Context: an optimization exercise on an open-source flow, tuned for small area, a short achievable clock period and few clock cycles. The choices shown serve that exercise and are no tape-out recipe.
In this exercise RTL edits were held to simulation tests only and were not proved equivalent to the original.

==> inputs of run a <==
// systolic_tpu
module systolic_tpu
(
    input  logic                   clk,
    input  logic                   rst_n,
    input  logic                   start_valid,
    output logic                   start_ready,
    input  logic [DIM_W-1:0]       k_dim,
    input  logic [DIM_W-1:0]       m_dim,
    input  logic [DIM_W-1:0]       n_dim,
    output logic [INDEX_W-1:0]     a_index,
    input  logic [OPND_WORD_W-1:0] a_data,
    output logic [INDEX_W-1:0]     b_index,
    input  logic [OPND_WORD_W-1:0] b_data,
    output logic                   c_wr_en,
    output logic [INDEX_W-1:0]     c_index,
    output logic [C_WORD_W-1:0]    c_data
);
    logic                                 rd;
    logic                                 first_k;
    logic                                 tile_done;
    logic [1:0]                           tile_cols_m1;
    logic                                 clear;
    logic [OPND_WORD_W-1:0]               a_q;
    logic [OPND_WORD_W-1:0]               b_q;
    logic [ARRAY_DIM*ARRAY_DIM*SUM_W-1:0] s_flat;
    logic [ARRAY_DIM*ARRAY_DIM*NCY-1:0]   cy_flat;
    tile_sequencer tile_sequencer_i (
        .clk          (clk),
        .rst_n        (rst_n),
        .start_valid  (start_valid),
        .k_dim        (k_dim),
        .m_dim        (m_dim),
        .n_dim        (n_dim),
        .start_ready  (start_ready),
        .a_index      (a_index),
        .b_index      (b_index),
        .rd           (rd),
        .first_k      (first_k),
        .tile_done    (tile_done),
        .tile_cols_m1 (tile_cols_m1)
    );
    operand_skew operand_skew_i (
        .clk     (clk),
        .rd      (rd),
        .first_k (first_k),
        .a_data  (a_data),
        .b_data  (b_data),
        .a_q     (a_q),
        .b_q     (b_q),
        .clear   (clear)
    );
    for (genvar r = 0; r < ARRAY_DIM; r++) begin : g_row
  ...
==> flow/config.mk <==
export PLATFORM = sky130hd
export DESIGN_NAME = systolic_tpu
export DESIGN_NICKNAME = systolic_tpu
export VERILOG_FILES = /design/flow/design.v
export SDC_FILE = /design/flow/constraint.sdc
export NUM_CORES = 4
export LEC_CHECK = 0
export CAP_MARGIN = 20
export CORE_MARGIN = 2
export CORE_UTILIZATION = 40
export SETUP_SLACK_MARGIN = 2.5
export SLEW_MARGIN = 20
==> flow/constraint.sdc <==
create_clock -name core_clock -period 7.0 [get_ports {clk}]
set_input_delay 1.4000 -clock core_clock [delete_from_list [all_inputs] [get_ports {clk}]]
set_output_delay 1.4000 -clock core_clock [all_outputs]
set_load 0.01 [all_outputs]
run.sh (not shown) runs the stock make flow with config.mk's settings and CLKGATE_MAP_FILE= SYNTH_SCRIPT=/design/flow/synth_recipe.tcl, a recipe that flattens the netlist after the stock synthesis.
==> run b: changes against run a <==
--- a/flow/design.v
+++ b/flow/design.v
@@ -51,12 +51,13 @@
     logic [DIM_W-3:0]   m_last_e;
     logic [DIM_W-3:0]   n_last_e;
     logic [1:0]         v_last_e;
     logic               last_k;
     logic               last_mt;
     logic               last_nt;
+    logic [1:0]         gap;
     assign m_dim_m1 = m_dim - 1'b1;
     assign n_dim_m1 = n_dim - 1'b1;
     assign k_m1_e   = busy ? k_m1   : k_dim - 1'b1;
     assign m_last_e = busy ? m_last : m_dim_m1[DIM_W-1:2];
     assign n_last_e = busy ? n_last : n_dim_m1[DIM_W-1:2];
     assign v_last_e = busy ? v_last : m_dim_m1[1:0];
@@ -64,12 +65,14 @@
     assign last_k   = k_cnt == k_m1_e;
     assign last_mt  = mt_cnt == m_last_e;
     assign last_nt  = nt_cnt == n_last_e;
     assign first_k      = k_cnt == '0;
     assign tile_done    = rd && last_k;
     assign tile_cols_m1 = last_mt ? v_last_e : 2'd3;
+    assign gap = k_m1_e[DIM_W-1:2] == '0 && tile_cols_m1 > k_m1_e[1:0] ?
+                 tile_cols_m1 - k_m1_e[1:0] : 2'd0;
     always_ff @(posedge clk or negedge rst_n) begin
         if (!rst_n) begin
             busy   <= 1'b0;
             phase  <= PH_READ;
             k_m1   <= '0;
             m_last <= '0;
@@ -94,31 +97,32 @@
                 if (!last_k) begin
                     k_cnt <= k_cnt + 1'b1;
                     a_idx <= a_idx + 1'b1;
                     b_idx <= b_idx + 1'b1;
                 end else begin
                     k_cnt <= '0;
-                    cnt   <= tile_cols_m1;
+                    cnt   <= gap;
                     if (!last_mt) begin
                         mt_cnt <= mt_cnt + 1'b1;
                         a_idx  <= a_idx + 1'b1;
                         b_idx  <= b_base;
-                        phase  <= tile_cols_m1 == 2'd0 ? PH_READ : PH_GAP;
+                        phase  <= gap == 2'd0 ? PH_READ : PH_GAP;
                     end else if (!last_nt) begin
                         mt_cnt <= '0;
                         nt_cnt <= nt_cnt + 1'b1;
                         a_idx  <= '0;
                         b_idx  <= b_idx + 1'b1;
                         b_base <= b_idx + 1'b1;
-                        phase  <= tile_cols_m1 == 2'd0 ? PH_READ : PH_GAP;
+                        phase  <= gap == 2'd0 ? PH_READ : PH_GAP;
                     end else begin
                         mt_cnt <= '0;
                         nt_cnt <= '0;
                         a_idx  <= '0;
                         b_idx  <= '0;
                         b_base <= '0;
+                        cnt    <= tile_cols_m1;
                         phase  <= PH_DRAIN;
                     end
                 end
             end else if (busy) begin
                 cnt <= cnt - 1'b1;
                 if (phase == PH_GAP && cnt == 2'd1) begin
@@ -139,25 +143,42 @@
     assign b_index     = {{(INDEX_W-IDX_W){1'b0}}, b_idx};
 endmodule
 `timescale 1ns/1ps
 import tpu_pkg::*;
 module operand_skew
 (
-    input  logic                   clk,
-    input  logic                   rd,
-    input  logic                   first_k,
-    input  logic [OPND_WORD_W-1:0] a_data,
-    input  logic [OPND_WORD_W-1:0] b_data,
-    output logic [OPND_WORD_W-1:0] a_q,
-    output logic [OPND_WORD_W-1:0] b_q,
-    output logic                   clear
+    input  logic                                 clk,
+    input  logic                                 rd,
+    input  logic                                 first_k,
+    input  logic [OPND_WORD_W-1:0]               a_data,
+    input  logic [OPND_WORD_W-1:0]               b_data,
+    output logic [OPND_WORD_W-1:0]               a_col,
+    output logic [ARRAY_DIM*OPND_WORD_W-1:0]     b_col,
+    output logic [ARRAY_DIM-1:0]                 clr_col
 );
+    logic [OPND_WORD_W-1:0] b_dly [ARRAY_DIM];
+    logic                   clr_dly [ARRAY_DIM];
     always_ff @(posedge clk) begin
-        a_q   <= rd ? a_data : '0;
-        b_q   <= b_data;
-        clear <= rd && first_k;
+        b_dly[0]   <= b_data;
+        clr_dly[0] <= rd && first_k;
+        for (int c = 1; c < ARRAY_DIM; c++) begin
+            b_dly[c]   <= b_dly[c-1];
+            clr_dly[c] <= clr_dly[c-1];
+        end
+    end
+    for (genvar c = 0; c < ARRAY_DIM; c++) begin : g_col
+        logic [DATA_W-1:0] a_dly [c+1];
+        always_ff @(posedge clk) begin
+            a_dly[0] <= rd ? a_data[OPND_WORD_W-1-c*DATA_W -: DATA_W] : '0;
+            for (int i = 1; i <= c; i++) begin
+                a_dly[i] <= a_dly[i-1];
+            end
+        end
+        assign a_col[OPND_WORD_W-1-c*DATA_W -: DATA_W]        = a_dly[c];
+        assign b_col[c*OPND_WORD_W +: OPND_WORD_W]            = b_dly[c];
+        assign clr_col[c]                                     = clr_dly[c];
     end
 endmodule
 `timescale 1ns/1ps
 import tpu_pkg::*;
 module mac_pe
 (
@@ -546,15 +567,15 @@
     output logic [C_WORD_W-1:0]    c_data
 );
     logic                                 rd;
     logic                                 first_k;
     logic                                 tile_done;
     logic [1:0]                           tile_cols_m1;
-    logic                                 clear;
-    logic [OPND_WORD_W-1:0]               a_q;
-    logic [OPND_WORD_W-1:0]               b_q;
+    logic [ARRAY_DIM-1:0]                 clr_col;
+    logic [OPND_WORD_W-1:0]               a_col;
+    logic [ARRAY_DIM*OPND_WORD_W-1:0]     b_col;
     logic [ARRAY_DIM*ARRAY_DIM*SUM_W-1:0] s_flat;
     logic [ARRAY_DIM*ARRAY_DIM*NCY-1:0]   cy_flat;
     tile_sequencer tile_sequencer_i (
         .clk          (clk),
         .rst_n        (rst_n),
         .start_valid  (start_valid),
@@ -572,23 +593,23 @@
     operand_skew operand_skew_i (
         .clk     (clk),
         .rd      (rd),
         .first_k (first_k),
         .a_data  (a_data),
         .b_data  (b_data),
-        .a_q     (a_q),
-        .b_q     (b_q),
-        .clear   (clear)
+        .a_col   (a_col),
+        .b_col   (b_col),
+        .clr_col (clr_col)
     );
     for (genvar r = 0; r < ARRAY_DIM; r++) begin : g_row
         for (genvar c = 0; c < ARRAY_DIM; c++) begin : g_col
             mac_pe mac_pe_i (
                 .clk   (clk),
-                .clear (clear),
-                .a_in  (a_q[OPND_WORD_W-1-c*DATA_W -: DATA_W]),
-                .b_in  (b_q[OPND_WORD_W-1-r*DATA_W -: DATA_W]),
+                .clear (clr_col[c]),
+                .a_in  (a_col[OPND_WORD_W-1-c*DATA_W -: DATA_W]),
+                .b_in  (b_col[c*OPND_WORD_W + OPND_WORD_W-1-r*DATA_W -: DATA_W]),
                 .s     (s_flat[(r*ARRAY_DIM+c)*SUM_W +: SUM_W]),
                 .cy    (cy_flat[(r*ARRAY_DIM+c)*NCY +: NCY])
             );
         end
     end
     result_drain result_drain_i (
ABC_CLOCK_PERIOD_IN_PS = 3500   (was default)
SETUP_SLACK_MARGIN = 3.5   (was 2.5)
==> run c: changes against run a <==
--- a/flow/design.v
+++ b/flow/design.v
@@ -30,12 +30,13 @@
     output logic               rd,
     output logic               first_k,
     output logic               tile_done,
     output logic [1:0]         tile_cols_m1
 );
     logic               busy;
+    logic               first;
     logic [1:0]         phase;
     logic [DIM_W-1:0]   k_m1;
     logic [DIM_W-3:0]   m_last;
     logic [DIM_W-3:0]   n_last;
     logic [1:0]         v_last;
     logic [DIM_W-3:0]   mt_cnt;
@@ -44,81 +45,92 @@
     logic [1:0]         cnt;
     logic [IDX_W-1:0]   a_idx;
     logic [IDX_W-1:0]   b_idx;
     logic [IDX_W-1:0]   b_base;
     logic [DIM_W-1:0]   m_dim_m1;
     logic [DIM_W-1:0]   n_dim_m1;
-    logic [DIM_W-1:0]   k_m1_e;
-    logic [DIM_W-3:0]   m_last_e;
-    logic [DIM_W-3:0]   n_last_e;
-    logic [1:0]         v_last_e;
+    logic               accept;
+    logic               step;
+    logic               k1_first;
+    logic [IDX_W-1:0]   a_cur;
+    logic [IDX_W-1:0]   b_cur;
     logic               last_k;
     logic               last_mt;
     logic               last_nt;
+    logic [1:0]         gap;
     assign m_dim_m1 = m_dim - 1'b1;
     assign n_dim_m1 = n_dim - 1'b1;
-    assign k_m1_e   = busy ? k_m1   : k_dim - 1'b1;
-    assign m_last_e = busy ? m_last : m_dim_m1[DIM_W-1:2];
-    assign n_last_e = busy ? n_last : n_dim_m1[DIM_W-1:2];
-    assign v_last_e = busy ? v_last : m_dim_m1[1:0];
-    assign rd       = busy ? phase == PH_READ : start_valid;
-    assign last_k   = k_cnt == k_m1_e;
-    assign last_mt  = mt_cnt == m_last_e;
-    assign last_nt  = nt_cnt == n_last_e;
-    assign first_k      = k_cnt == '0;
-    assign tile_done    = rd && last_k;
-    assign tile_cols_m1 = last_mt ? v_last_e : 2'd3;
+    assign accept   = start_valid && !busy;
+    assign step     = busy && phase == PH_READ;
+    assign k1_first = first && k_m1 == '0;
+    assign a_cur    = k1_first ? '0 : a_idx;
+    assign b_cur    = k1_first ? '0 : b_idx;
+    assign last_k   = k1_first || k_cnt == k_m1;
+    assign last_mt  = mt_cnt == m_last;
+    assign last_nt  = nt_cnt == n_last;
+    assign rd           = accept || (step && !k1_first);
+    assign first_k      = accept || k_cnt == '0;
+    assign tile_done    = step && last_k;
+    assign tile_cols_m1 = last_mt ? v_last : 2'd3;
+    assign gap = k_m1[DIM_W-1:2] == '0 && tile_cols_m1 > k_m1[1:0] ?
+                 tile_cols_m1 - k_m1[1:0] : 2'd0;
+    always_ff @(posedge clk) begin
+        if (accept) begin
+            k_m1   <= k_dim - 1'b1;
+            m_last <= m_dim_m1[DIM_W-1:2];
+            n_last <= n_dim_m1[DIM_W-1:2];
+            v_last <= m_dim_m1[1:0];
+        end
+    end
     always_ff @(posedge clk or negedge rst_n) begin
         if (!rst_n) begin
             busy   <= 1'b0;
+            first  <= 1'b0;
             phase  <= PH_READ;
-            k_m1   <= '0;
-            m_last <= '0;
-            n_last <= '0;
-            v_last <= '0;
             mt_cnt <= '0;
             nt_cnt <= '0;
             k_cnt  <= '0;
             cnt    <= '0;
             a_idx  <= '0;
             b_idx  <= '0;
             b_base <= '0;
         end else begin
-            if (!busy && start_valid) begin
-                busy   <= 1'b1;
-                k_m1   <= k_m1_e;
-                m_last <= m_last_e;
-                n_last <= n_last_e;
-                v_last <= v_last_e;
-            end
-            if (rd) begin
+            first <= accept;
+            if (accept) begin
+                busy  <= 1'b1;
+                phase <= PH_READ;
+                k_cnt <= 8'd1;
+                a_idx <= 14'd1;
+                b_idx <= 14'd1;
+            end else if (step) begin
                 if (!last_k) begin
                     k_cnt <= k_cnt + 1'b1;
                     a_idx <= a_idx + 1'b1;
                     b_idx <= b_idx + 1'b1;
                 end else begin
                     k_cnt <= '0;
-                    cnt   <= tile_cols_m1;
+                    cnt   <= gap;
                     if (!last_mt) begin
                         mt_cnt <= mt_cnt + 1'b1;
-                        a_idx  <= a_idx + 1'b1;
+                        a_idx  <= a_cur + 1'b1;
                         b_idx  <= b_base;
-                        phase  <= tile_cols_m1 == 2'd0 ? PH_READ : PH_GAP;
+                        phase  <= gap == 2'd0 ? PH_READ : PH_GAP;
                     end else if (!last_nt) begin
                         mt_cnt <= '0;
                         nt_cnt <= nt_cnt + 1'b1;
                         a_idx  <= '0;
-                        b_idx  <= b_idx + 1'b1;
-                        b_base <= b_idx + 1'b1;
-                        phase  <= tile_cols_m1 == 2'd0 ? PH_READ : PH_GAP;
+                        b_idx  <= b_cur + 1'b1;
+                        b_base <= b_cur + 1'b1;
+                        phase  <= gap == 2'd0 ? PH_READ : PH_GAP;
                     end else begin
                         mt_cnt <= '0;
                         nt_cnt <= '0;
                         a_idx  <= '0;
                         b_idx  <= '0;
                         b_base <= '0;
+                        cnt    <= tile_cols_m1;
                         phase  <= PH_DRAIN;
                     end
                 end
             end else if (busy) begin
                 cnt <= cnt - 1'b1;
                 if (phase == PH_GAP && cnt == 2'd1) begin
@@ -139,25 +151,42 @@
     assign b_index     = {{(INDEX_W-IDX_W){1'b0}}, b_idx};
 endmodule
 `timescale 1ns/1ps
 import tpu_pkg::*;
 module operand_skew
 (
-    input  logic                   clk,
-    input  logic                   rd,
-    input  logic                   first_k,
-    input  logic [OPND_WORD_W-1:0] a_data,
-    input  logic [OPND_WORD_W-1:0] b_data,
-    output logic [OPND_WORD_W-1:0] a_q,
-    output logic [OPND_WORD_W-1:0] b_q,
-    output logic                   clear
+    input  logic                                 clk,
+    input  logic                                 rd,
+    input  logic                                 first_k,
+    input  logic [OPND_WORD_W-1:0]               a_data,
+    input  logic [OPND_WORD_W-1:0]               b_data,
+    output logic [OPND_WORD_W-1:0]               a_col,
+    output logic [ARRAY_DIM*OPND_WORD_W-1:0]     b_col,
+    output logic [ARRAY_DIM-1:0]                 clr_col
 );
+    logic [OPND_WORD_W-1:0] b_dly [ARRAY_DIM];
+    logic                   clr_dly [ARRAY_DIM];
     always_ff @(posedge clk) begin
-        a_q   <= rd ? a_data : '0;
-        b_q   <= b_data;
-        clear <= rd && first_k;
+        b_dly[0]   <= b_data;
+        clr_dly[0] <= rd && first_k;
+        for (int c = 1; c < ARRAY_DIM; c++) begin
+            b_dly[c]   <= b_dly[c-1];
+            clr_dly[c] <= clr_dly[c-1];
+        end
+    end
+    for (genvar c = 0; c < ARRAY_DIM; c++) begin : g_col
+        logic [DATA_W-1:0] a_dly [c+1];
+        always_ff @(posedge clk) begin
+            a_dly[0] <= rd ? a_data[OPND_WORD_W-1-c*DATA_W -: DATA_W] : '0;
+            for (int i = 1; i <= c; i++) begin
+                a_dly[i] <= a_dly[i-1];
+            end
+        end
+        assign a_col[OPND_WORD_W-1-c*DATA_W -: DATA_W]        = a_dly[c];
+        assign b_col[c*OPND_WORD_W +: OPND_WORD_W]            = b_dly[c];
+        assign clr_col[c]                                     = clr_dly[c];
     end
 endmodule
 `timescale 1ns/1ps
 import tpu_pkg::*;
 module mac_pe
 (
@@ -546,15 +575,15 @@
     output logic [C_WORD_W-1:0]    c_data
 );
     logic                                 rd;
     logic                                 first_k;
     logic                                 tile_done;
     logic [1:0]                           tile_cols_m1;
-    logic                                 clear;
-    logic [OPND_WORD_W-1:0]               a_q;
-    logic [OPND_WORD_W-1:0]               b_q;
+    logic [ARRAY_DIM-1:0]                 clr_col;
+    logic [OPND_WORD_W-1:0]               a_col;
+    logic [ARRAY_DIM*OPND_WORD_W-1:0]     b_col;
     logic [ARRAY_DIM*ARRAY_DIM*SUM_W-1:0] s_flat;
     logic [ARRAY_DIM*ARRAY_DIM*NCY-1:0]   cy_flat;
     tile_sequencer tile_sequencer_i (
         .clk          (clk),
         .rst_n        (rst_n),
         .start_valid  (start_valid),
@@ -572,23 +601,23 @@
     operand_skew operand_skew_i (
         .clk     (clk),
         .rd      (rd),
         .first_k (first_k),
         .a_data  (a_data),
         .b_data  (b_data),
-        .a_q     (a_q),
-        .b_q     (b_q),
-        .clear   (clear)
+        .a_col   (a_col),
+        .b_col   (b_col),
+        .clr_col (clr_col)
     );
     for (genvar r = 0; r < ARRAY_DIM; r++) begin : g_row
         for (genvar c = 0; c < ARRAY_DIM; c++) begin : g_col
             mac_pe mac_pe_i (
                 .clk   (clk),
-                .clear (clear),
-                .a_in  (a_q[OPND_WORD_W-1-c*DATA_W -: DATA_W]),
-                .b_in  (b_q[OPND_WORD_W-1-r*DATA_W -: DATA_W]),
+                .clear (clr_col[c]),
+                .a_in  (a_col[OPND_WORD_W-1-c*DATA_W -: DATA_W]),
+                .b_in  (b_col[c*OPND_WORD_W + OPND_WORD_W-1-r*DATA_W -: DATA_W]),
                 .s     (s_flat[(r*ARRAY_DIM+c)*SUM_W +: SUM_W]),
                 .cy    (cy_flat[(r*ARRAY_DIM+c)*NCY +: NCY])
             );
         end
     end
     result_drain result_drain_i (
SETUP_SLACK_MARGIN = 3.0   (was 2.5)
==> flow_summary.yaml <==
status:
  outcome: "complete, no violations"
global_routing:
  use_met2_pct: 33.3
final_layout:
  inv_count: 930
  multi_input_area_mm2: 0.0439
worst_setup_path:
  r2r-end: "result_drain_i.c_sum[2][23]"
  cp-endpoint: "result_drain_i.c_sum[2][23]"
drt:
  drtPass1Iterations: 12
  highest_layer: "met5"
the above is filed under run c

==> flow_summary.yaml <==
status:
  outcome: "complete, no violations"
worst_setup_path:
  cp-endpoint: "tile_sequencer_i.nt_cnt[4]"
final_layout:
  inv_count: 931
  multi_input_area_mm2: 0.0441
the above is filed under run a

==> flow_summary.yaml <==
global_routing:
  use_met2_pct: 41.8
status:
  outcome: "complete, no violations"
worst_setup_path:
  cp-endpoint: "result_drain_i.wn_m1[0]"
drt:
  highest_layer: "met5"
hold_path:
  min_path_cells: 0
the above is filed under run b

Testbench counts of run a, summed over its fixed seeds: cycles 43,639.
Testbench counts of run b, summed over its fixed seeds: cycles 41,281.
Testbench counts of run c, summed over its fixed seeds: cycles 41,281.

-- port drivers added, routing unchanged --
Ports are ideal in the flow. The routed layouts listed here were re-timed in OpenROAD. Step 1, drivers: a clkbuf_16 drives clk and a buf_2 each remaining input, both assumed. Step 2 moves the port delays by t, midway between the first and last clock arrival at a register: inputs arrive t later, outputs are due t later. That takes back most of the time a late clock gives input paths. Three values: ideal, step 1, step 2; two values: the first two.
run | t (ns) | setup WS [ns] | hold WS [ns] | worst register clock-pin slew, ns | cell pins on the clock port's net
run a | 0.800 | 2.614 / 2.662 / 1.862 | 0.396 / 0.396 / 0.396 | 0.07 / 0.07 | 1
run b | 0.854 | 3.114 / 3.128 / 2.304 | 0.316 / 0.316 / 0.316 | 0.07 / 0.07 | 1
run c | 0.806 | 3.076 / 3.076 / 3.076 | 0.308 / 0.308 / 0.308 | 0.07 / 0.07 | 1
After both steps setup and hold are still met in every run listed. For run b, which loses most, drivers alone change the setup slack by +0.014 ns; drivers and shift together by -0.810 ns.
